What follows belongs to an exercise in optimizing a design on an open flow for small area, a short achievable clock period and few clock cycles per item; a production flow would make more cautious choices.
Function was not checked in any run shown here: the RTL went through the layout flow alone.
No activity file was given, so power comes from the tool's default toggle rates.

===== flow/config.mk =====
export PLATFORM = sky130hd
export DESIGN_NAME = rgb565_to_bmp24_stream_writer
export DESIGN_NICKNAME = rgb565_to_bmp24_stream_writer
export VERILOG_FILES = /design/flow/design.v
export SDC_FILE = /design/flow/constraint.sdc
export NUM_CORES = 4
export LEC_CHECK = 0
export ABC_CLOCK_PERIOD_IN_PS = 2500
export CAP_MARGIN = 20
export CORE_MARGIN = 2
export CORE_UTILIZATION = 40
export SLEW_MARGIN = 20

===== flow/constraint.sdc =====
create_clock -name core_clock -period 9.0 [get_ports {clk_i}]
set_input_delay 1.8000 -clock core_clock [delete_from_list [all_inputs] [get_ports {clk_i}]]
set_output_delay 1.8000 -clock core_clock [all_outputs]
set_load 0.01 [all_outputs]

===== flow/design.v =====
package r2b_pkg;
  localparam logic [5:0] K_HDR0   = 6'd10;
  localparam logic [5:0] K_M1LAST = 6'd11;
  localparam logic [5:0] K_M2INIT = 6'd15;
  localparam logic [5:0] K_M2LAST = 6'd27;
  localparam logic [5:0] K_RCINC  = 6'd1;
endpackage
import r2b_pkg::*;
module rgb565_to_bmp24_stream_writer (
  input  logic        clk_i,
  input  logic        rst_ni,
  input  logic        pix_valid_i,
  output logic        pix_ready_o,
  input  logic [15:0] pix_rgb565_i,
  output logic        out_valid_o,
  input  logic        out_ready_i,
  output logic [7:0]  out_byte_o,
  output logic        out_last_of_run_o,
  output logic        out_end_of_image_o,
  input  logic        cfg_we_i,
  input  logic [0:0]  cfg_idx_i,
  input  logic [12:0] cfg_data_i
);
  function automatic logic [7:0] scale5(logic [4:0] v);
    logic [2:0] u;
    if (v >= 5'd31)      u = 3'd7;
    else if (v >= 5'd27) u = 3'd6;
    else if (v >= 5'd23) u = 3'd5;
    else if (v >= 5'd18) u = 3'd4;
    else if (v >= 5'd14) u = 3'd3;
    else if (v >= 5'd9)  u = 3'd2;
    else if (v >= 5'd5)  u = 3'd1;
    else                 u = 3'd0;
    scale5 = {v, u};
  endfunction
  function automatic logic [7:0] scale6(logic [5:0] v);
    logic [1:0] t;
    if (v == 6'd63)      t = 2'd3;
    else if (v >= 6'd42) t = 2'd2;
    else if (v >= 6'd21) t = 2'd1;
    else                 t = 2'd0;
    scale6 = {v, t};
  endfunction
  function automatic logic [11:0] clamp_dim(logic [12:0] d);
    clamp_dim[11:1] = d[12] ? 11'd0 : d[11:1];
    clamp_dim[0]    = ~d[12] & (d[0] | (d[11:1] == 11'd0));
  endfunction
  logic [11:0] w_q, h_q;
  always_ff @(posedge clk_i or negedge rst_ni) begin
    if (!rst_ni) begin
      w_q <= 12'd320;
      h_q <= 12'd240;
    end else if (cfg_we_i) begin
      if (cfg_idx_i[0]) h_q <= clamp_dim(cfg_data_i);
      else              w_q <= clamp_dim(cfg_data_i);
    end
  end
  wire [12:0] w_full = {w_q == 12'd0, w_q};
  wire [12:0] h_full = {h_q == 12'd0, h_q};
  logic        nf_q;         
  logic        pb_empty_q;   
  logic        pnew_q;       
  logic        ph_q;         
  logic        rr_v_q;       
  logic [1:0]  pad_q;        
  logic        hdr_q;        
  logic [5:0]  hidx_q;       
  logic        ov_q;         
  logic        sf_q;         
  logic [15:0] pb_q;
  logic [4:0]  rr_q;
  logic        re_l_q, fe_l_q;    
  logic [12:0] acc_q, lo_q;       
  logic        bw_q;              
  logic        qi_q;              
  logic [7:0]  byte_q, sbyte_q;
  logic        last_q, eoi_q, slast_q, seoi_q;
  wire [11:0] cc = lo_q[11:0];
  wire [11:0] rc = acc_q[11:0];
  logic re_q, fe_q;
  wire  first = nf_q | fe_q;
  wire go       = ~sf_q;                     
  wire out_free = ~ov_q | out_ready_i;       
  wire pad_pend = (pad_q != 2'd0);
  wire k_ge10   = (hidx_q >= K_HDR0);
  wire sel_r   = rr_v_q;
  wire sel_pad = ~rr_v_q & pad_pend;
  wire sel_hdr = ~rr_v_q & ~pad_pend & hdr_q & k_ge10;
  wire sel_pix = ~rr_v_q & ~pad_pend & ~hdr_q & ~pb_empty_q & ~(pnew_q & first);
  wire sel_any = sel_r | sel_pad | sel_hdr | sel_pix;
  wire sel_g   = sel_pix & ph_q;
  wire hfree   = hdr_q & ~k_ge10;
  wire hstep   = hfree | (go & sel_hdr);
  wire init1 = pnew_q & first;
  wire m1    = (hidx_q <= K_M1LAST);
  wire m2    = (hidx_q > K_M2INIT) && (hidx_q <= K_M2LAST);
  wire mstep = hstep & (m1 | m2);
  wire init2 = hstep & (hidx_q == K_M2INIT);
  wire hlast = hstep & (hidx_q == 6'd63);
  wire mask3 = (hidx_q == K_M1LAST - 6'd1) | (hidx_q == K_M2LAST - 6'd1);
  wire bw_n  = (lo_q[0] & (~lo_q[2] | bw_q)) | (~lo_q[2] & bw_q);
  wire qi_n  = ~lo_q[1] ^ (~lo_q[3] & ~mask3) ^ bw_n;
  wire [13:0] msum = {1'b0, acc_q} + ({14{qi_q}} & {1'b0, h_full});
  wire cc_adv  = pnew_q & ~first;
  wire lo_load = init1 | init2 | hlast | (cc_adv & re_q);
  wire [11:0] inc_in  = hdr_q ? ~h_q : (re_q ? rc : cc);
  wire [11:0] inc_out = inc_in + 12'd1;
  always_ff @(posedge clk_i) begin
    if (init1 | init2) begin
      acc_q <= init1 ? 13'd13 : 13'd0;      
      bw_q  <= 1'b0;
      qi_q  <= w_full[0] ^ w_full[2];
    end else if (mstep) begin
      acc_q <= msum[13:1];
      bw_q  <= bw_n;
      qi_q  <= qi_n;
    end else if (hlast | (cc_adv & re_q)) begin
      acc_q <= {1'b0, inc_out};
    end
    if (lo_load)     lo_q <= ~w_full;
    else if (mstep)  lo_q <= {msum[0], lo_q[12:1]};
    else if (cc_adv) lo_q <= {lo_q[12], inc_out};
  end
  wire [24:0] prod = {acc_q, lo_q[12:1]};
  function automatic logic [7:0] size_byte(logic [24:0] p, logic [1:0] k, logic lsb1);
    case (k)
      2'd0:    size_byte = {p[5:0], lsb1, 1'b0};
      2'd1:    size_byte = p[13:6];
      2'd2:    size_byte = p[21:14];
      default: size_byte = {6'd0, p[23:22]};
    endcase
  endfunction
  logic [7:0] hdr_byte;
  always_comb begin
    case (hidx_q)
      6'd10: hdr_byte = 8'h42;
      6'd11: hdr_byte = 8'h4D;
      6'd12, 6'd13, 6'd14, 6'd15: hdr_byte = size_byte(prod, hidx_q[1:0], 1'b1);
      6'd20: hdr_byte = 8'd54;
      6'd24: hdr_byte = 8'd40;
      6'd28: hdr_byte = w_full[7:0];
      6'd29: hdr_byte = {3'd0, w_full[12:8]};
      6'd32: hdr_byte = inc_out[7:0];
      6'd33: hdr_byte = {4'hF, inc_out[11:8]};
      6'd34, 6'd35: hdr_byte = 8'hFF;
      6'd36: hdr_byte = 8'd1;
      6'd38: hdr_byte = 8'd24;
      6'd44, 6'd45, 6'd46, 6'd47: hdr_byte = size_byte(prod, hidx_q[1:0], 1'b0);
      default: hdr_byte = 8'h00;
    endcase
  end
  always_ff @(posedge clk_i or negedge rst_ni) begin
    if (!rst_ni) begin
      nf_q       <= 1'b1;
      pb_empty_q <= 1'b1;
      pnew_q     <= 1'b0;
      ph_q       <= 1'b0;
      rr_v_q     <= 1'b0;
      pad_q      <= 2'd0;
      hdr_q      <= 1'b0;
      ov_q       <= 1'b0;
      sf_q       <= 1'b0;
    end else begin
      pnew_q     <= pb_empty_q & pix_valid_i;
      pb_empty_q <= pb_empty_q ? ~pix_valid_i : (go & sel_g);
      if (pnew_q) nf_q <= 1'b0;
      if (go & sel_pix) ph_q <= ~ph_q;
      if (go) begin
        if (sel_g)      rr_v_q <= 1'b1;
        else if (sel_r) rr_v_q <= 1'b0;
        if (sel_r)        pad_q <= re_l_q ? w_q[1:0] : 2'd0;
        else if (sel_pad) pad_q <= pad_q - 2'd1;
      end
      if (init1)      hdr_q <= 1'b1;
      else if (hlast) hdr_q <= 1'b0;
      ov_q <= sf_q | (go & sel_any) | ~out_free;
      sf_q <= ~out_free & (sf_q | sel_any);
    end
  end
  always_ff @(posedge clk_i) begin
    if (init1)      hidx_q <= 6'd0;
    else if (hstep) hidx_q <= hidx_q + 6'd1;
  end
  wire w1 = (w_q == 12'd1);
  always_ff @(posedge clk_i) begin
    if (hlast) begin
      re_q <= w1;
      fe_q <= w1 & (h_q == 12'd1);
    end else if (cc_adv) begin
      if (re_q) begin
        re_q <= w1;
        fe_q <= w1 & (rc == 12'hFFE);
      end else begin
        re_q <= (cc == 12'hFFD);
        fe_q <= (cc == 12'hFFD) & (rc == 12'hFFF);
      end
    end
  end
  always_ff @(posedge clk_i) begin
    if (pb_empty_q) pb_q <= pix_rgb565_i;
    if (go & sel_g) begin
      rr_q   <= pb_q[15:11];
      re_l_q <= re_q;
      fe_l_q <= fe_q;
    end
  end
  logic [7:0] byte_d;
  logic       last_d, eoi_d;
  wire        pad0 = (w_q[1:0] == 2'd0);
  wire [4:0]  s5_in = sel_r ? rr_q : pb_q[4:0];
  always_comb begin
    byte_d = 8'h00;
    last_d = 1'b0;
    eoi_d  = 1'b0;
    if (sel_r) begin
      byte_d = scale5(s5_in);
      last_d = ~re_l_q | pad0;
      eoi_d  = fe_l_q & pad0;
    end else if (sel_pad) begin
      last_d = (pad_q == 2'd1);
      eoi_d  = fe_l_q & (pad_q == 2'd1);
    end else if (hdr_q) begin
      byte_d = hdr_byte;
    end else if (ph_q) begin
      byte_d = scale6(pb_q[10:5]);
    end else begin
      byte_d = scale5(s5_in);
    end
  end
  always_ff @(posedge clk_i) begin
    if (~sf_q) begin
      sbyte_q <= byte_d;
      slast_q <= last_d;
      seoi_q  <= eoi_d;
    end
    if (out_free) begin
      byte_q <= sf_q ? sbyte_q : byte_d;
      last_q <= sf_q ? slast_q : last_d;
      eoi_q  <= sf_q ? seoi_q  : eoi_d;
    end
  end
  assign pix_ready_o        = pb_empty_q;
  assign out_valid_o        = ov_q;
  assign out_byte_o         = byte_q;
  assign out_last_of_run_o  = last_q;
  assign out_end_of_image_o = eoi_q;
endmodule

===== flow/flow/run.sh =====
#!/bin/bash
# The standard layout, with plain buffers (buf_1) on the ports instead of the default port
# buffer cell (the resizer still sizes them up where timing needs it), and timing repair
# aiming for 6.0 ns of setup slack.
set -euo pipefail
bash standard.sh "BUFFER_PORTS_ARGS=-buffer_cell sky130_fd_sc_hd__buf_1" SETUP_SLACK_MARGIN=6.0 finish > standard_make.log 2>&1

===== flow/standard.sh =====
#!/bin/bash
# synth_recipe.tcl (not shown) runs the flow's synth.tcl, then flattens the netlist and writes it again
# the make line also repeats each setting of config.mk as NAME=value (left out here)
make -C /OpenROAD-flow-scripts/flow DESIGN_CONFIG=/design/flow/config.mk WORK_HOME=/design/flow/orfs CLKGATE_MAP_FILE= SYNTH_SCRIPT=/design/flow/synth_recipe.tcl "${@:-finish}"

==> load_flow_metrics.sql, run 1 <==
INSERT INTO impl_metrics (metric_group, metric, value, unit) VALUES
('outcome', 'outcome', 'timing/DRC/antenna clean', ''),
('synth', 'synth.ff_latch_count', '113', ''),
('setup_path', 'r2r_setup_slack', '6090', 'ps'),
('timing', 'fmax', '337', 'MHz'),
('timing', 'worst_slew_margin', '27.1', '%'),
('cts', 'clock_latency', '430', 'ps'),
('place', 'dp_hpwl', '16000', 'um'),
('cts', 'cts-hold-fix-buffers', '0', ''),
('setup_path', 'crit-reg2reg-capture', 'byte_q[2]$_DFFE_PN_', ''),
('cts', 'cts_made_buffers', '17', ''),
('cts', 'clock_sinks', '113', ''),
('timing', 'final_critical_path_setup_slack', '6030', 'ps'),
('detailed_routing', 'drt-wirelength-per-cell', '22.0', 'um'),
('detailed_routing', 'drc_errors', '0', ''),
('timing', 'totalNegativeSetupSlack', '0', 'ps'),
('cts', 'cts_buffer_depth', '2', ''),
('place', 'pre_cts_slack', '5830', 'ps'),
('floorplanning', 'die_height', '135', 'um'),
('cts', 'cts.clk_slew.worst_paths', '60', 'ps'),
('setup_path', 'ff2ff_path_depth', '9', ''),
('floorplanning', 'ios', '47', ''),
('synth', 'dominant_combinational_cell_family_by_area_after_synthesis', 'simple AND/OR/NAND/NOR gates', ''),
('layout', 'layout.core_utilization', '47.0', '%'),
('synth', 'syn_inst', '728', ''),
('setup_path', 'timing.critical_path.cells', 'clkbuf_2', ''),
('setup_path', 'r2r_start', 'hidx_q[0]$_SDFFE_PP0P_', ''),
('synth', 'synth_flop_cell', 'edfxtp_1', ''),
('synth', 'synth.avg_cell_area', '9.40', 'um2'),
('floorplanning', 'core_box_area', '16600', 'um2'),
('grt', 'grt_start_max_net_pins', '35', ''),
('timing', 'fin_skew', '12.4', 'ps'),
('synth', 'synth_enable_flop_cells', '62', ''),
('detailed_routing', 'drt-pass1-iter-count', '6', ''),
('grt', 'grt_pass1_vias', '5643', ''),
('timing', 'report.final.slew_viol_count', '0', ''),
('synth', 'synth_warnings', '1', ''),
('layout', 'final_layout_size_suffix_gt1_share', '10.6', '%'),
('timing', 'final_period_minus_worst_setup_slack', '2970', 'ps'),
('floorplanning', 'floorplan.rows', '47', ''),
('synth', 'synthesis.area', '6840', 'um2'),
('setup_path', 'critical_path_peak_fanout', '2', ''),
('floorplanning', 'floorplan.die.width', '135', 'um'),
('synth', 'post_synth_xor_area_fraction', '3.07', '%'),
('grt', 'antenna_found_initial', '0', ''),
('min_path', 'min-delay-path-class', 'flip-flop to flip-flop', ''),
('setup_path', 'cp_num_buf_inv', '1', ''),
('pwr', 'power_per_cell_area', '392', 'nW/um2'),
('cts', 'tritoncts', 'yes', ''),
('grt', 'global_route_total_overflow', '0', ''),
('floorplanning', 'fp.dieArea', '18200', 'um2'),
('timing', 'tightestPinTransition', '1080', 'ps'),
('detailed_routing', 'antenna_violating_nets_remaining', '0', ''),
('setup_path', 'timing.critical_path.depth', '1', ''),
('detailed_routing', 'via_count', '6006', ''),
('timing', 'final_report_setup_violation_count', '0', ''),
('flow_run', 'max_cap_viol_count', '0', ''),
('setup_path', 'worstPathRequired', '7200', 'ps'),
('synth', 'synthAdderAreaFrac', '4.28', '%'),
('floorplanning', 'effective_utilization_at_floorplan', '41.1', '%'),
('pwr', 'vdd.ir_drop.worst', '0.227', 'mV'),
('synth', 'synthMuxAreaShare', '4.57', '%'),
('setup_path', 'cp_slowest_stage_delay', '620', 'ps'),
('detailed_routing', 'detailedRoute.firstIterationViolations', '778', ''),
('pwr', 'leakagePower', '3.00', 'nW'),
('grt', 'grtUsageTotal', '24.8', '%'),
('synth', 'synthSimpleGateAreaFrac', '20.4', '%'),
('timing', 'fin_crit_sh', '33.0', '%'),
('layout', 'antenna-diode-count', '0', ''),
('synth', 'unique_cell_type_count_in_the_yosys_netlist', '77', ''),
('synth', 'synth-seq-area-share', '44.8', '%'),
('min_path', 'hold_path.startpoint', 'pb_q[15]$_DFFE_PP_', '');
[what timing repair did]
action,CTS,global route
resized for setup,5,13
endpoints found under the setup margin,22,24
setup buffers,6,0
[area by class of cell]
type	count	area, um2
Inverter	26	100
Clock inverter	15	174
Sequential cell	113	3070
Tap cell	220	275
Multi-Input combinational cell	550	3540
Timing Repair Buffer	54	235
Clock buffer	17	425
Fill cell	1583	8830
[flip-flops by register name, summed over array words and instances (netlist names), 2 cells and up]
signal and count:
w_q 12, hidx_q 6, pad_q 2, pb_q 16, h_q 12, acc_q 13
byte_q 8, rr_q 5, sbyte_q 8, lo_q 13
[per-stage QoR]
| step | instances | area [um2] | hold WS (ps) |
|---|---|---|---|
| 4_1_cts | 995 | 7770 | 426 |
| 3_3_place_gp | 957 | 7120 | 403 |
| 6_report | 995 | 7820 | 426 |
| 2_1_floorplan | 728 | 6840 | 400 |
| 5_1_grt | 995 | 7820 | 436 |
| 3_5_place_dp | 957 | 7120 | 411 |
[worst register-to-register path, stage by stage (launching register included)]
cell	delay [ps]
dfxtp_1	400
inv_1	130
ha_2	320
or2_2	380
a22oi_1	180
nor3_1	130
a211o_1	340
a221o_1	290
a2111oi_1	370
nor2_1	110
[report_power, final]
part           switching [mW]  total [mW]  internal, mW  leakage [nW]
clock                   0.278       0.694         0.416         0.293
combinational           0.834        1.31         0.477          1.57
sequential              0.255        1.06         0.802          1.14
[metal layers]
metal | GRT usage, % | routed length (um)
met5 | 0 | 0
met4 | 9.77 | 605
met3 | 5.97 | 1830
met2 | 37.3 | 9860
met1 | 34.6 | 9590
[how the worst max path moves through the flow]
stage                         startpoint                 endpoint  slack [ps]
global placement          sf_q$_DFF_PN0_       lo_q[10]$_DFFE_PP_        5860
CTS                 pb_empty_q$_DFF_PN1_              pix_ready_o        5990
finish              pb_empty_q$_DFF_PN1_              pix_ready_o        6030
floorplan           pb_empty_q$_DFF_PN1_              pix_ready_o        6480
global route              qi_q$_DFFE_PP_  acc_q[11]$_SDFFCE_PP0P_        5980
detailed placement     hdr_q$_DFFE_PN0P_      byte_q[2]$_DFFE_PN_        5830
[synth_stat cells (all sizes together) (7+ instances only)]
cell    number  area (um2)
nand2       84         318
o21ai       72         360
edfxtp      62        1860
nor2        55         209
a21oi       31         155
dfrtp       26         651
inv         26        97.6
mux2i       26         268
clkbuf      22        82.6
ha          21         263
nor3        21         120
nand2b      20         125
nand3       18        90.1
buf         17         106
dfxtp       17         340
and2        15        93.8
xnor2       14         123
and3        12        75.1
o22ai       12        75.1
nor2b       11        68.8
a211oi      10        75.1
nand4       10        62.6
xor2        10        87.6
dfstp        8         210
a222oi       7        70.1
a31oi        7        43.8
[cells by family after synthesis]
kind of cell    count (synthesis)
fa+ha+maj                      23
xor+xnor                       24
buf+inv                        65
compound gates                196
flops                         113
simple gates                  277
mux                            30
[placed cells by master (no fill, tap or decap), types with 6 or more instances in the layout]
cell and n:
buf_4 8, dfxtp_1 17, buf_1 44, ha_1 18
o21ai_0 71, xor2_1 10, nand3_1 18, o211ai_1 6
nand4_1 10, a211oi_1 10, inv_1 25, or4_1 6
a222oi_1 7, nand2_1 82, dfrtp_1 23, xnor2_1 14
a21oi_1 31, a31oi_1 7, mux2i_1 24, dfstp_2 7
clkbuf_16 17, a21o_1 6, edfxtp_1 62, nand2b_1 20
o22ai_1 12, nor2_1 54, nor2b_1 11, and2_1 15
nor3_1 18, and3_1 11
==> run 2: changes to the inputs <==
--- a/flow/design.v
+++ b/flow/design.v
@@ -60,3 +60,4 @@
   logic        nf_q;         
-  logic        pb_empty_q;   
+  logic        pb_full_q;    
+  logic        pbf_o_q;      
   logic        pnew_q;       
@@ -88,3 +89,3 @@
   wire sel_hdr = ~rr_v_q & ~pad_pend & hdr_q & k_ge10;
-  wire sel_pix = ~rr_v_q & ~pad_pend & ~hdr_q & ~pb_empty_q & ~(pnew_q & first);
+  wire sel_pix = ~rr_v_q & ~pad_pend & ~hdr_q & pb_full_q & ~(pnew_q & first);
   wire sel_any = sel_r | sel_pad | sel_hdr | sel_pix;
@@ -154,3 +155,4 @@
       nf_q       <= 1'b1;
-      pb_empty_q <= 1'b1;
+      pb_full_q  <= 1'b0;
+      pbf_o_q    <= 1'b0;
       pnew_q     <= 1'b0;
@@ -163,4 +165,5 @@
     end else begin
-      pnew_q     <= pb_empty_q & pix_valid_i;
-      pb_empty_q <= pb_empty_q ? ~pix_valid_i : (go & sel_g);
+      pnew_q     <= ~pb_full_q & pix_valid_i;
+      pb_full_q  <= pb_full_q ? ~(go & sel_g) : pix_valid_i;
+      pbf_o_q    <= pb_full_q ? ~(go & sel_g) : pix_valid_i;
       if (pnew_q) nf_q <= 1'b0;
@@ -199,3 +202,3 @@
   always_ff @(posedge clk_i) begin
-    if (pb_empty_q) pb_q <= pix_rgb565_i;
+    if (~pb_full_q) pb_q <= pix_rgb565_i;
     if (go & sel_g) begin
@@ -241,3 +244,3 @@
   end
-  assign pix_ready_o        = pb_empty_q;
+  assign pix_ready_o        = ~pbf_o_q;
   assign out_valid_o        = ov_q;
==> flow/flow/run.sh (replaced) <==
#!/bin/bash
# The standard layout, with plain buffers (buf_1) on the ports instead of the default port
# buffer cell (the resizer still sizes them up where timing needs it), and timing repair
# aiming for 6.3 ns of setup slack.
set -euo pipefail
bash standard.sh "BUFFER_PORTS_ARGS=-buffer_cell sky130_fd_sc_hd__buf_1" SETUP_SLACK_MARGIN=6.3 finish > standard_make.log 2>&1
==> run 2 against run 1 <==
Still clean. Setup slack gained 91 ps. Die area up 0.78%. Cell area increased by 8.2%. Total power grew 6.9%. Largest cell class unchanged. Largest power group unchanged.
==> load_flow_metrics.sql, run 2 <==
INSERT INTO impl_metrics (metric_group, metric, value, unit) VALUES
('synth', 'syn_inst', '715', ''),
('cts', 'clock_latency', '430', 'ps'),
('min_path', 'min_delay_worst_endpoint', 'rr_q[3]$_DFFE_PP_', ''),
('detailed_routing', 'drc_errors', '0', ''),
('layout', 'area.growth.synth_to_final', '22.6', '%'),
('layout', 'layout.nets', '836', ''),
('place', 'pre_cts_slack', '5610', 'ps'),
('outcome', 'outcome', 'timing/DRC/antenna clean', ''),
('min_path', 'hold_path.startpoint', 'pb_q[14]$_DFFE_PN_', ''),
('layout', 'seqCellArea', '3080', 'um2'),
('min_path', 'timing.hold.worst_path_depth', '0', ''),
('timing', 'totalNegativeSetupSlack', '0', 'ps'),
('cts', 'cts_made_buffers', '17', ''),
('synth', 'synthTopCellsByArea', 'edfxtp_1 (27%), dfrtp_1 (9.8%), dfxtp_1 (4.9%)', ''),
('floorplanning', 'effective_utilization_at_floorplan', '40.4', '%'),
('timing', 'final_report_setup_violation_count', '0', ''),
('timing', 'grt_setup_unrepaired', 'true', ''),
('synth', 'synth_flop_cell', 'edfxtp_1', ''),
('timing', 'final_critical_path_setup_slack', '6120', 'ps'),
('place', 'numPortBuffers', '46', ''),
('setup_path', 'path_class', 'flip-flop to output port', ''),
('synth', 'synthesis.area', '6900', 'um2'),
('layout', 'filler_cell_count', '1626', ''),
('pwr', 'vdd.ir_drop.worst', '0.162', 'mV'),
('timing', 'report.final.slew_viol_count', '0', ''),
('layout', 'layout.core_utilization', '49.6', '%'),
('floorplanning', 'floorplan.rows', '48', ''),
('place', 'routabilityCongestion', '1.01', ''),
('layout', 'reg_top3', 'pb_q: 16 flops, acc_q: 13 flops, lo_q: 13 flops', ''),
('floorplanning', 'floorplan.die.width', '135', 'um'),
('layout', 'most-common-layout-cells', 'nand2_1 (62), edfxtp_1 (62), nor2_1 (59), o21ai_0 (59)', ''),
('timing', 'fin_crit_sh', '32.0', '%'),
('layout', 'multi_input_area', '3910', 'um2'),
('timing', 'fin_hold_viols', '0', ''),
('layout', 'max_flop_register', 'pb_q', ''),
('detailed_routing', 'drt-wirelength-per-cell', '22.7', 'um'),
('floorplanning', 'core_box_area', '17100', 'um2'),
('detailed_routing', 'detailedRoute.firstIterationViolations', '621', ''),
('synth', 'synth_warnings', '1', ''),
('flow_run', 'max_cap_viol_count', '0', ''),
('grt', 'antenna_found_initial', '0', ''),
('setup_path', 'worstPathRequired', '7200', 'ps'),
('layout', 'antenna-diode-count', '0', ''),
('floorplanning', 'ios', '47', ''),
('detailed_routing', 'via_count', '6126', ''),
('cts', 'tritoncts', 'yes', ''),
('synth', 'yosys.cell_count.top_type', 'nand2_1', ''),
('cts', 'cts.root.buffer_cell', 'clkbuf_16', ''),
('timing', 'tightestPinTransition', '850', 'ps'),
('synth', 'synth.ff_latch_count', '113', ''),
('floorplanning', 'die_height', '135', 'um'),
('timing', 'fmax', '348', 'MHz'),
('cts', 'cts.clk_slew.worst_paths', '60', 'ps'),
('timing', 'final_period_minus_worst_setup_slack', '2880', 'ps'),
('layout', 'largest_register_ffs', '16', ''),
('setup_path', 'r2r_start', 'qi_q$_DFFE_PP_', ''),
('grt', 'grt_pass1_vias', '5883', ''),
('cts', 'cts-hold-fix-buffers', '0', ''),
('cts', 'cts_buffer_depth', '2', ''),
('setup_path', 'ff2ff_path_depth', '11', ''),
('min_path', 'min-delay-path-class', 'flip-flop to flip-flop', ''),
('synth', 'synth.avg_cell_area', '9.65', 'um2'),
('cts', 'htreeDepth', '4', ''),
('setup_path', 'crit-reg2reg-capture', 'acc_q[11]$_SDFFCE_PP0P_', ''),
('synth', 'netlist_top_cells_count', 'nand2_1 (65), o21ai_0 (63), edfxtp_1 (62)', ''),
('synth', 'synth-seq-area-share', '44.4', '%'),
('grt', 'grt_start_max_net_pins', '35', ''),
('setup_path', 'r2r_setup_slack', '6290', 'ps'),
('pwr', 'leakagePower', '3.17', 'nW'),
('grt', 'grtUsageTotal', '25.6', '%'),
('synth', 'synth.top_cell.area_share', '27.0', '%'),
('grt', 'global_route_wire_length_before_repair', '34500', 'um'),
('layout', 'final_layout_size_suffix_gt1_share', '21.6', '%'),
('setup_path', 'worst_setup_path_start_kind', 'flip-flop', ''),
('timing', 'worst_slew_margin', '43.3', '%'),
('floorplanning', 'fp.dieArea', '18300', 'um2'),
('setup_path', 'critical_path_peak_fanout', '2', ''),
('grt', 'global_route_total_overflow', '0', ''),
('place', 'place.detailed.instances', '949', ''),
('pwr', 'power_per_cell_area', '387', 'nW/um2'),
('synth', 'post-synth-top-area-cell', 'edfxtp_1', ''),
('synth', 'async_reset_ff_share', '30.1', '%'),
('detailed_routing', 'detail_route.wirelength', '23100', 'um'),
('setup_path', 'critical_path.endpoint_type', 'output port', ''),
('timing', 'fin_skew', '16.7', 'ps'),
('cts', 'clock_sinks', '113', ''),
('setup_path', 'cp_data_arrival_time', '1080', 'ps'),
('detailed_routing', 'vias_per_cell', '6.02', ''),
('detailed_routing', 'antenna_violating_nets_remaining', '0', ''),
('place', 'dp_hpwl', '16200', 'um'),
('layout', 'finish.cell_count_without_fillers', '1017', ''),
('synth', 'syn_nets', '772', ''),
('synth', 'synth_enable_flop_cells', '62', ''),
('detailed_routing', 'drt-pass1-iter-count', '7', ''),
('synth', 'unique_cell_type_count_in_the_yosys_netlist', '82', '');
[run 2: stage by stage]
step / hold WS [ps] / instance area [um2] / total power, mW
after detailed placement: 407 / 7210 / 2.32
final: 419 / 8460 / 3.27
after global routing: 432 / 8460 / 3.44
after floorplan: 400 / 6900 / 1.90
after CTS: 420 / 8130 / 3.09
after global placement: 402 / 7210 / 2.30
[run 2: how the worst max path moves through the flow]
stage / slack (ps) / startpoint / to
after floorplan: 6360 / hdr_q$_DFFE_PN0P_ / byte_q[0]$_DFFE_PN_
after global placement: 5670 / hidx_q[0]$_SDFFE_PP0P_ / lo_q[11]$_DFFE_PP_
after detailed placement: 5610 / hdr_q$_DFFE_PN0P_ / byte_q[0]$_DFFE_PN_
after CTS: 6110 / pb_full_q$_DFF_PN0_ / pix_ready_o
after global routing: 6090 / pb_full_q$_DFF_PN0_ / pix_ready_o
final: 6120 / pb_full_q$_DFF_PN0_ / pix_ready_o
[run 2: final cells by class]
class | instances | share of cell area [%]
inverter | 22 | 1.07
tap | 225 | 3.33
clock inverter | 15 | 1.61
timing repair buffer | 85 | 6.33
multi-input combinational | 540 | 46.2
sequential | 113 | 36.4
clock buffer | 17 | 5.03
[run 2: routing by layer]
metal  vias up  routed length [um]  track usage (%)
met2       306               10800             39.7
met1      2950                9610             34.3
li1       2810                   -                -
met4         0                 738             10.0
met5         -                   0                0
met3        60                1950             6.58
[run 2: what timing repair did]
action / in CTS / in global routing
hold endpoints to repair: 0 / 0
gates resized for setup: 42 / 55
gates cloned: 1 / 0
setup endpoints to repair: 87 / 60
pin swaps: 14 / 21
buffers inserted: 21 / 14
[run 2: report_power, final]
| part | internal [mW] | switching (mW) |
|---|---|---|
| Sequential | 0.791 | 0.294 |
| Combinational | 0.662 | 0.889 |
| Clock | 0.381 | 0.254 |
[run 2: kinds of logic after synthesis]
group / after synthesis / synth area share [%]
adders and majority gates: 23 / 4.24
buffers and inverters: 63 / 3.81
xor gates and xnor gates: 26 / 3.30
and+or+nand+nor: 253 / 19.3
muxes: 34 / 5.11
AOI/OAI and AO/OA: 203 / 19.9
DFF: 113 / 44.4
[run 2: worst max-delay path, cell delays in order (launching register included)]
cell	delay, ps
dfrtp_1	390
inv_2	70
buf_12	100
buf_6	90
==> run 3: changes to the inputs <==
--- a/flow/config.mk
+++ b/flow/config.mk
@@ -11,2 +11,5 @@
 export CORE_UTILIZATION = 40
+export CTS_BUF_LIST = sky130_fd_sc_hd__clkbuf_8
+export CTS_CLUSTER_DIAMETER = 100
+export CTS_CLUSTER_SIZE = 30
 export SLEW_MARGIN = 20
==> run 3 against run 2 <==
Largest cell class unchanged. Routed wire length shrank 0.52%. Critical endpoint unchanged. Synthesized cell count unchanged. Clock skew fell by 4.5 ps. Fmax decreased by 0.59%.
==> load_flow_metrics.sql, run 3 <==
INSERT INTO impl_metrics (metric_group, metric, value, unit) VALUES
('timing', 'tightestPinTransition', '860', 'ps'),
('detailed_routing', 'via_count', '6136', ''),
('grt', 'global_route_wire_length_before_repair', '34300', 'um'),
('synth', 'syn_inst', '715', ''),
('layout', 'layout.nets', '833', ''),
('synth', 'synthTopCellsByArea', 'edfxtp_1 (27%), dfrtp_1 (9.8%), dfxtp_1 (4.9%)', ''),
('timing', 'worst_slew_margin', '42.7', '%'),
('synth', 'synth.avg_cell_area', '9.65', 'um2'),
('layout', 'filler_cell_count', '1644', ''),
('cts', 'cts_buffer_depth', '2', ''),
('timing', 'final_report_setup_violation_count', '0', ''),
('synth', 'async_reset_ff_share', '30.1', '%'),
('min_path', 'min-delay-path-class', 'flip-flop to flip-flop', ''),
('setup_path', 'path_class', 'flip-flop to output port', ''),
('detailed_routing', 'vias_per_cell', '6.05', ''),
('detailed_routing', 'detail_route.wirelength', '23000', 'um'),
('floorplanning', 'ios', '47', ''),
('detailed_routing', 'drt-pass1-iter-count', '6', ''),
('layout', 'reg_top3', 'pb_q: 16 flops, acc_q: 13 flops, lo_q: 13 flops', ''),
('detailed_routing', 'drt-wirelength-per-cell', '22.6', 'um'),
('layout', 'antenna-diode-count', '0', ''),
('timing', 'final_critical_path_setup_slack', '6110', 'ps'),
('layout', 'largest_register_ffs', '16', ''),
('cts', 'tritoncts', 'yes', ''),
('synth', 'yosys.cell_count.top_type', 'nand2_1', ''),
('layout', 'area.growth.synth_to_final', '19.4', '%'),
('layout', 'max_flop_register', 'pb_q', ''),
('setup_path', 'critical_path.endpoint_type', 'output port', ''),
('setup_path', 'ff2ff_path_depth', '9', ''),
('grt', 'grt_start_max_net_pins', '35', ''),
('grt', 'grtUsageTotal', '25.3', '%'),
('setup_path', 'timing.critical_path.cells', 'inv_2, buf_12, buf_6', ''),
('synth', 'netlist_top_cells_count', 'nand2_1 (65), o21ai_0 (63), edfxtp_1 (62)', ''),
('floorplanning', 'floorplan.rows', '48', ''),
('place', 'numPortBuffers', '46', ''),
('synth', 'syn_nets', '772', ''),
('detailed_routing', 'detailedRoute.firstIterationViolations', '665', ''),
('synth', 'synth_enable_flop_cells', '62', ''),
('synth', 'synth-seq-area-share', '44.4', '%'),
('floorplanning', 'core_box_area', '17100', 'um2'),
('layout', 'multi_input_area', '3900', 'um2'),
('floorplanning', 'fp.dieArea', '18300', 'um2'),
('pwr', 'leakagePower', '3.07', 'nW'),
('floorplanning', 'die_height', '135', 'um'),
('setup_path', 'critical_path_peak_fanout', '2', ''),
('synth', 'synth.ff_latch_count', '113', ''),
('synth', 'synth.top_cell.area_share', '27.0', '%'),
('floorplanning', 'floorplan.die.width', '135', 'um'),
('place', 'pre_cts_slack', '5610', 'ps'),
('timing', 'grt_setup_unrepaired', 'true', ''),
('cts', 'htreeDepth', '4', ''),
('grt', 'antenna_found_initial', '0', ''),
('min_path', 'timing.hold.worst_path_depth', '0', ''),
('grt', 'grt_pass1_vias', '5889', ''),
('place', 'routabilityCongestion', '1.01', ''),
('cts', 'cts.root.buffer_cell', 'clkbuf_8', ''),
('timing', 'totalNegativeSetupSlack', '0', 'ps'),
('setup_path', 'cp_slowest_stage_delay', '400', 'ps'),
('layout', 'mostFrequentLayoutCell', 'nand2_1', ''),
('outcome', 'outcome', 'timing/DRC/antenna clean', ''),
('timing', 'fin_hold_viols', '0', ''),
('layout', 'seqCellArea', '3080', 'um2'),
('timing', 'fmax', '346', 'MHz'),
('detailed_routing', 'drc_errors', '0', ''),
('synth', 'synth_flop_cell', 'edfxtp_1', ''),
('timing', 'fin_crit_sh', '32.1', '%'),
('floorplanning', 'effective_utilization_at_floorplan', '40.4', '%'),
('grt', 'global_route_total_overflow', '0', ''),
('cts', 'clock_sinks', '113', ''),
('place', 'dp_hpwl', '16200', 'um'),
('synth', 'unique_cell_type_count_in_the_yosys_netlist', '82', ''),
('pwr', 'power_per_cell_area', '372', 'nW/um2'),
('synth', 'synthesis.area', '6900', 'um2'),
('cts', 'cts.clk_slew.worst_paths', '70', 'ps'),
('timing', 'report.final.slew_viol_count', '0', ''),
('layout', 'final_layout_size_suffix_gt1_share', '20.9', '%'),
('detailed_routing', 'antenna_violating_nets_remaining', '0', ''),
('synth', 'synth_warnings', '1', ''),
('cts', 'cts-hold-fix-buffers', '0', ''),
('layout', 'most-common-layout-cells', 'nand2_1 (63), edfxtp_1 (62), nor2_1 (59), o21ai_0 (59), buf_1 (33)', ''),
('cts', 'clock_latency', '440', 'ps'),
('cts', 'cts_made_buffers', '17', ''),
('setup_path', 'cp_data_arrival_time', '1090', 'ps'),
('timing', 'fin_skew', '12.1', 'ps'),
('timing', 'final_period_minus_worst_setup_slack', '2890', 'ps'),
('pwr', 'vdd.ir_drop.worst', '0.150', 'mV'),
('setup_path', 'worst_setup_path_start_kind', 'flip-flop', ''),
('flow_run', 'max_cap_viol_count', '0', ''),
('setup_path', 'worstPathRequired', '7200', 'ps'),
('synth', 'post-synth-top-area-cell', 'edfxtp_1', ''),
('setup_path', 'cpMaxStageDelayCell', 'dfrtp_1', '');
==> run 3: what timing repair did <==
item,in CTS,in global routing
gates resized for setup,44,50
setup endpoints to repair,87,59
buffers inserted,22,10
pin swaps,14,17
gates cloned,1,0
endpoints found under the hold margin,0,0
==> run 3: kinds of logic (layout without fill, tap and decap cells) <==
group / Yosys count / in the layout / synth area share, %
adders and majority gates: 23 / 23 / 4.24
AOI/OAI and AO/OA: 203 / 203 / 19.9
muxes: 34 / 34 / 5.11
and+or+nand+nor: 253 / 254 / 19.3
DFF: 113 / 113 / 44.4
buffers and inverters: 63 / 136 / 3.81
xor gates and xnor gates: 26 / 26 / 3.30
==> run 3: report_power, final <==
group / internal, mW / switching, mW / total (mW)
registers: 0.790 / 0.292 / 1.08
clock network: 0.220 / 0.230 / 0.449
logic: 0.648 / 0.887 / 1.53
==> run 3: final timing paths <==
kind / from / endpoint / slack [ps]
max reg2reg: hdr_q$_DFFE_PN0P_ / byte_q[0]$_DFFE_PN_ / 6290
min: pb_q[11]$_DFFE_PN_ / rr_q[0]$_DFFE_PP_ / 420
max: pb_full_q$_DFF_PN0_ / pix_ready_o / 6110
min reg2reg: pb_q[11]$_DFFE_PN_ / rr_q[0]$_DFFE_PP_ / 420
max in group asynchronous: rst_ni / sf_q$_DFF_PN0_ / 6910
min in group asynchronous: rst_ni / h_q[10]$_DFFE_PN0P_ / 1470
==> run 3: cell type report <==
type | count | area share (%)
multi-input cells | 540 | 47.4
flip-flops and latches | 113 | 37.4
repair buffers | 82 | 6.23
well taps | 225 | 3.42
clock buffers | 17 | 2.84
clock inverters | 15 | 1.66
inverters | 22 | 1.09
==> run 3: metrics by stage <==
stage / total power, mW / util (%) / cell area, um2 / hold WS, ps / instances
4_1_cts: 2.90 / 46.6 / 7950 / 424 / 1004
2_1_floorplan: 1.90 / - / 6900 / 400 / 715
3_5_place_dp: 2.32 / 42.3 / 7210 / 407 / 949
5_1_grt: 3.23 / 48.3 / 8240 / 436 / 1014
3_3_place_gp: 2.30 / 42.3 / 7210 / 402 / 949
6_report: 3.07 / 48.3 / 8240 / 424 / 1014
==> run 3: layer usage <==
metal | wire length, um | GRT usage (%) | up-vias
li1 | - | - | 2804
met1 | 9760 | 33.9 | 2974
met2 | 10700 | 39.6 | 289
met3 | 1740 | 5.54 | 69
met4 | 757 | 10.8 | 0
met5 | 0 | 0 | -
==> run 3: critical path: cells and delay by family (launching register included) <==
family                 cells  cell delay [ps]
buffers and inverters      3              260
DFF                        1              400
==> run 4: changes to the inputs <==
--- a/flow/design.v
+++ b/flow/design.v
@@ -72,3 +72,2 @@
   logic [4:0]  rr_q;
-  logic        re_l_q, fe_l_q;    
   logic [12:0] acc_q, lo_q;       
@@ -173,3 +172,3 @@
         else if (sel_r) rr_v_q <= 1'b0;
-        if (sel_r)        pad_q <= re_l_q ? w_q[1:0] : 2'd0;
+        if (sel_r)        pad_q <= re_q ? w_q[1:0] : 2'd0;
         else if (sel_pad) pad_q <= pad_q - 2'd1;
@@ -186,17 +185,2 @@
   end
-  wire w1 = (w_q == 12'd1);
-  always_ff @(posedge clk_i) begin
-    if (hlast) begin
-      re_q <= w1;
-      fe_q <= w1 & (h_q == 12'd1);
-    end else if (cc_adv) begin
-      if (re_q) begin
-        re_q <= w1;
-        fe_q <= w1 & (rc == 12'hFFE);
-      end else begin
-        re_q <= (cc == 12'hFFD);
-        fe_q <= (cc == 12'hFFD) & (rc == 12'hFFF);
-      end
-    end
-  end
   always_ff @(posedge clk_i) begin
@@ -204,5 +188,5 @@
     if (go & sel_g) begin
-      rr_q   <= pb_q[15:11];
-      re_l_q <= re_q;
-      fe_l_q <= fe_q;
+      rr_q <= pb_q[15:11];
+      re_q <= (cc == 12'hFFE);
+      fe_q <= (cc == 12'hFFE) & (rc == 12'hFFF);
     end
@@ -219,7 +203,7 @@
       byte_d = scale5(s5_in);
-      last_d = ~re_l_q | pad0;
-      eoi_d  = fe_l_q & pad0;
+      last_d = ~re_q | pad0;
+      eoi_d  = fe_q & pad0;
     end else if (sel_pad) begin
       last_d = (pad_q == 2'd1);
-      eoi_d  = fe_l_q & (pad_q == 2'd1);
+      eoi_d  = fe_q & (pad_q == 2'd1);
     end else if (hdr_q) begin
--- a/flow/config.mk
+++ b/flow/config.mk
@@ -11,5 +11,2 @@
 export CORE_UTILIZATION = 40
-export CTS_BUF_LIST = sky130_fd_sc_hd__clkbuf_8
-export CTS_CLUSTER_DIAMETER = 100
-export CTS_CLUSTER_SIZE = 30
 export SLEW_MARGIN = 20
==> run 4 against run 3 <==
Non-clock buffer count fell by 20. Register-to-register slack lost 20 ps. Highest routed layer unchanged. Largest power group unchanged. Critical endpoint unchanged. Hold slack worse by 0.95 ps. Sequential share of layout area up 1.8 points. Clock power shrank 7.8%. Combinational power shrank 7%. Setup slack better by 74 ps. Total power shrank 6.2%. Cell area down 7.0%. Via count shrank 3.8%. Fmax up 2.6%. Synthesized cell count is 1.3% lower.
==> load_flow_metrics.sql, run 4 <==
INSERT INTO impl_metrics (metric_group, metric, value, unit) VALUES
('outcome', 'outcome', 'timing/DRC/antenna clean', ''),
('detailed_routing', 'drt-wirelength-per-cell', '21.3', 'um'),
('detailed_routing', 'vias_per_cell', '6.08', ''),
('timing', 'final_period_minus_worst_setup_slack', '2820', 'ps'),
('timing', 'grt_setup_unrepaired', 'true', ''),
('pwr', 'p_seq_share', '35.7', '%'),
('synth', 'synth_enable_flop_cells', '60', ''),
('pwr', 'power_per_cell_area', '375', 'nW/um2'),
('layout', 'filler_cell_count', '1566', ''),
('detailed_routing', 'antenna_violating_nets_remaining', '0', ''),
('cts', 'clock_latency', '370', 'ps'),
('cts', 'cts_made_buffers', '9', ''),
('cts', 'cts.root.buffer_cell', 'clkbuf_16', ''),
('grt', 'antenna_found_initial', '1', ''),
('cts', 'tritoncts', 'yes', ''),
('detailed_routing', 'detailedRoute.firstIterationViolations', '644', ''),
('cts', 'cts.clk_slew.worst_paths', '90', 'ps'),
('synth', 'syn_inst', '706', ''),
('layout', 'mostFrequentLayoutCell', 'nand2_1', ''),
('setup_path', 'cp_data_arrival_time', '1020', 'ps'),
('synth', 'synth.ff_latch_count', '111', ''),
('timing', 'worst_slew_margin', '40.1', '%'),
('layout', 'max_flop_register', 'pb_q', ''),
('cts', 'clock_sinks', '111', ''),
('floorplanning', 'core_box_area', '16500', 'um2'),
('detailed_routing', 'detail_route.wirelength', '20600', 'um'),
('cts', 'cts_buffer_depth', '2', ''),
('synth', 'synthesis.area', '6750', 'um2'),
('min_path', 'min-delay-path-class', 'flip-flop to flip-flop', ''),
('timing', 'fin_crit_sh', '31.3', '%'),
('timing', 'final_critical_path_setup_slack', '6180', 'ps'),
('place', 'pre_cts_slack', '5920', 'ps'),
('synth', 'post-synth-top-area-cell', 'edfxtp_1', ''),
('floorplanning', 'fp.dieArea', '17900', 'um2'),
('setup_path', 'critical_path_peak_fanout', '3', ''),
('layout', 'most-common-layout-cells', 'nand2_1 (81), edfxtp_1 (60), o21ai_0 (58), nor2_1 (45), buf_1 (35)', ''),
('floorplanning', 'effective_utilization_at_floorplan', '40.8', '%'),
('setup_path', 'r2r_setup_slack', '6270', 'ps'),
('grt', 'global_route_total_overflow', '0', ''),
('synth', 'synth.avg_cell_area', '9.55', 'um2'),
('setup_path', 'cp_slowest_stage_delay', '440', 'ps'),
('setup_path', 'worst_setup_path_start_kind', 'flip-flop', ''),
('synth', 'synth_warnings', '1', ''),
('cts', 'htreeDepth', '3', ''),
('synth', 'netlist_top_cells_count', 'nand2_1 (83), edfxtp_1 (60), o21ai_0 (59)', ''),
('min_path', 'hold_path.startpoint', 'pb_q[14]$_DFFE_PN_', ''),
('synth', 'synth.top_cell.area_share', '26.7', '%'),
('timing', 'fin_skew', '15.2', 'ps'),
('pwr', 'sw_pwr', '1.32', 'mW');
run 4: changes by cell type in the layout (fill, tap and decap cells not counted), moves of 6 or more:
cell       change
buf_4         -16
clkbuf_16      +9
clkbuf_8      -17
dfxtp_1        +6
dfxtp_2        -6
ha_4           -6
mux2i_1        -7
nand2_1       +18
nand3_1        +7
nor2_1        -14
o21ai_1        +6
run 4: cell families (layout without fill, tap and decap cells):
group | after synthesis | after routing | synth area share, %
DFF | 111 | 111 | 44.5
muxes | 30 | 30 | 5.32
xor gates and xnor gates | 24 | 24 | 3.12
other | 0 | 1 | 0
adders and majority gates | 22 | 22 | 4.19
and+or+nand+nor | 266 | 266 | 20.1
AOI/OAI and AO/OA | 199 | 200 | 19.3
buffers and inverters | 54 | 97 | 3.49
run 4: worst max path at each step:
| stage | from | end | slack, ps | cells after the start |
|---|---|---|---|---|
| floorplan | pb_full_q$_DFF_PN0_ | pix_ready_o | 6400 | 1 |
| global placement | hidx_q[0]$_SDFFE_PP0P_ | lo_q[0]$_DFFE_PP_ | 5970 | 9 |
| detailed placement | hidx_q[0]$_SDFFE_PP0P_ | lo_q[0]$_DFFE_PP_ | 5920 | 9 |
| CTS | pb_full_q$_DFF_PN0_ | pix_ready_o | 6110 | 2 |
| global route | pb_full_q$_DFF_PN0_ | pix_ready_o | 6140 | 2 |
| finish | pb_full_q$_DFF_PN0_ | pix_ready_o | 6180 | 2 |
run 4: worst reg2reg max path, delay by kind of cell, from the launching register on:
family,cells,cell delay (ps)
AO/OA/AOI/OAI,4,930
XOR/XNOR,1,180
adder cells (fa/ha/maj),2,430
buffers and inverters,1,80
flip-flops,1,520
AND/OR/NAND/NOR,3,330
run 4: timing repair:
item | 4_1_cts | 5_1_grt
hold buffers | 0 | 0
gates resized for setup | 15 | 38
pin swaps | 0 | 3
setup buffers | 7 | 6
setup endpoints to repair | 63 | 58
cloned | 0 | 1
run 4: cell type report:
| cell class | instances | area, um2 | area share, % |
|---|---|---|---|
| multi-input cells | 542 | 3680 | 48.1 |
| flip-flops and latches | 111 | 3010 | 39.2 |
| repair buffers | 62 | 312 | 4.07 |
| well taps | 220 | 275 | 3.59 |
| clock buffers | 9 | 225 | 2.94 |
| clock inverters | 7 | 82.6 | 1.08 |
| inverters | 19 | 75.1 | 0.980 |
| diodes | 1 | 2.50 | 0.0327 |
run 4: power by group through the flow:
stage                     logic [mW]  clock network (mW)  registers, mW
final                           1.43               0.414           1.03
after detailed placement        1.30                   0           1.02
after global placement          1.28                   0           1.02
after global routing            1.57               0.443           1.04
after floorplan                 1.03                   0          0.891
after CTS                       1.34               0.423           1.01
run 4: metal layers:
layer | track usage (%) | part of all wire, % | vias up
met5 | 0 | 0 | -
met4 | 7.62 | 2.6 | 0
met3 | 5.56 | 8.7 | 44
met2 | 34.8 | 44 | 271
met1 | 33.3 | 44 | 2866
li1 | - | - | 2719
run 4: through the flow:
| stage | power [mW] | utilization (%) | instances | hold slack, ps | instance area [um2] |
|---|---|---|---|---|---|
| after floorplan | 1.92 | - | 706 | 400 | 6750 |
| after global placement | 2.31 | 42.7 | 940 | 403 | 7060 |
| after detailed placement | 2.32 | 42.7 | 940 | 405 | 7060 |
| after CTS | 2.77 | 45.1 | 963 | 427 | 7460 |
| after global routing | 3.06 | 46.3 | 970 | 439 | 7650 |
| final | 2.88 | 46.3 | 971 | 423 | 7660 |

[static timing again, ports no longer ideal]
How much do the figures lean on ideal ports? The routed layouts below were timed once more, with nothing changed but the port constraints.
Step 1 (the two cells are an assumption about what drives the block):
set clk [get_ports {clk_i}]
set_driving_cell -lib_cell sky130_fd_sc_hd__clkbuf_16 $clk
set_driving_cell -lib_cell sky130_fd_sc_hd__buf_2 [delete_from_list [all_inputs] $clk]
Step 2, shift: input delay + t, output delay - t, t = (earliest + latest rising clock arrival at the registers) / 2. This alone moves slack from input paths to output paths.
Slacks: ideal ports / drivers / drivers and shift; pairs: ideal ports / drivers.
run | shift t [ns] | slack for setup (ns) | worst register clock-pin slew, ns | worst data-port slew with drivers (ns) | pins driven straight from the clock port
run 1 | 0.467 | 6.033 / 5.990 / 6.091 | 0.07 / 0.07 | 0.03 | 1
run 2 | 0.466 | 6.124 / 6.077 / 6.173 | 0.06 / 0.06 | 0.04 | 1
run 3 | 0.472 | 6.107 / 6.069 / 6.178 | 0.08 / 0.08 | 0.04 | 1
run 4 | 0.405 | 6.180 / 6.134 / 6.214 | 0.09 / 0.09 | 0.03 | 1
After both steps setup and hold are still met in every run listed.
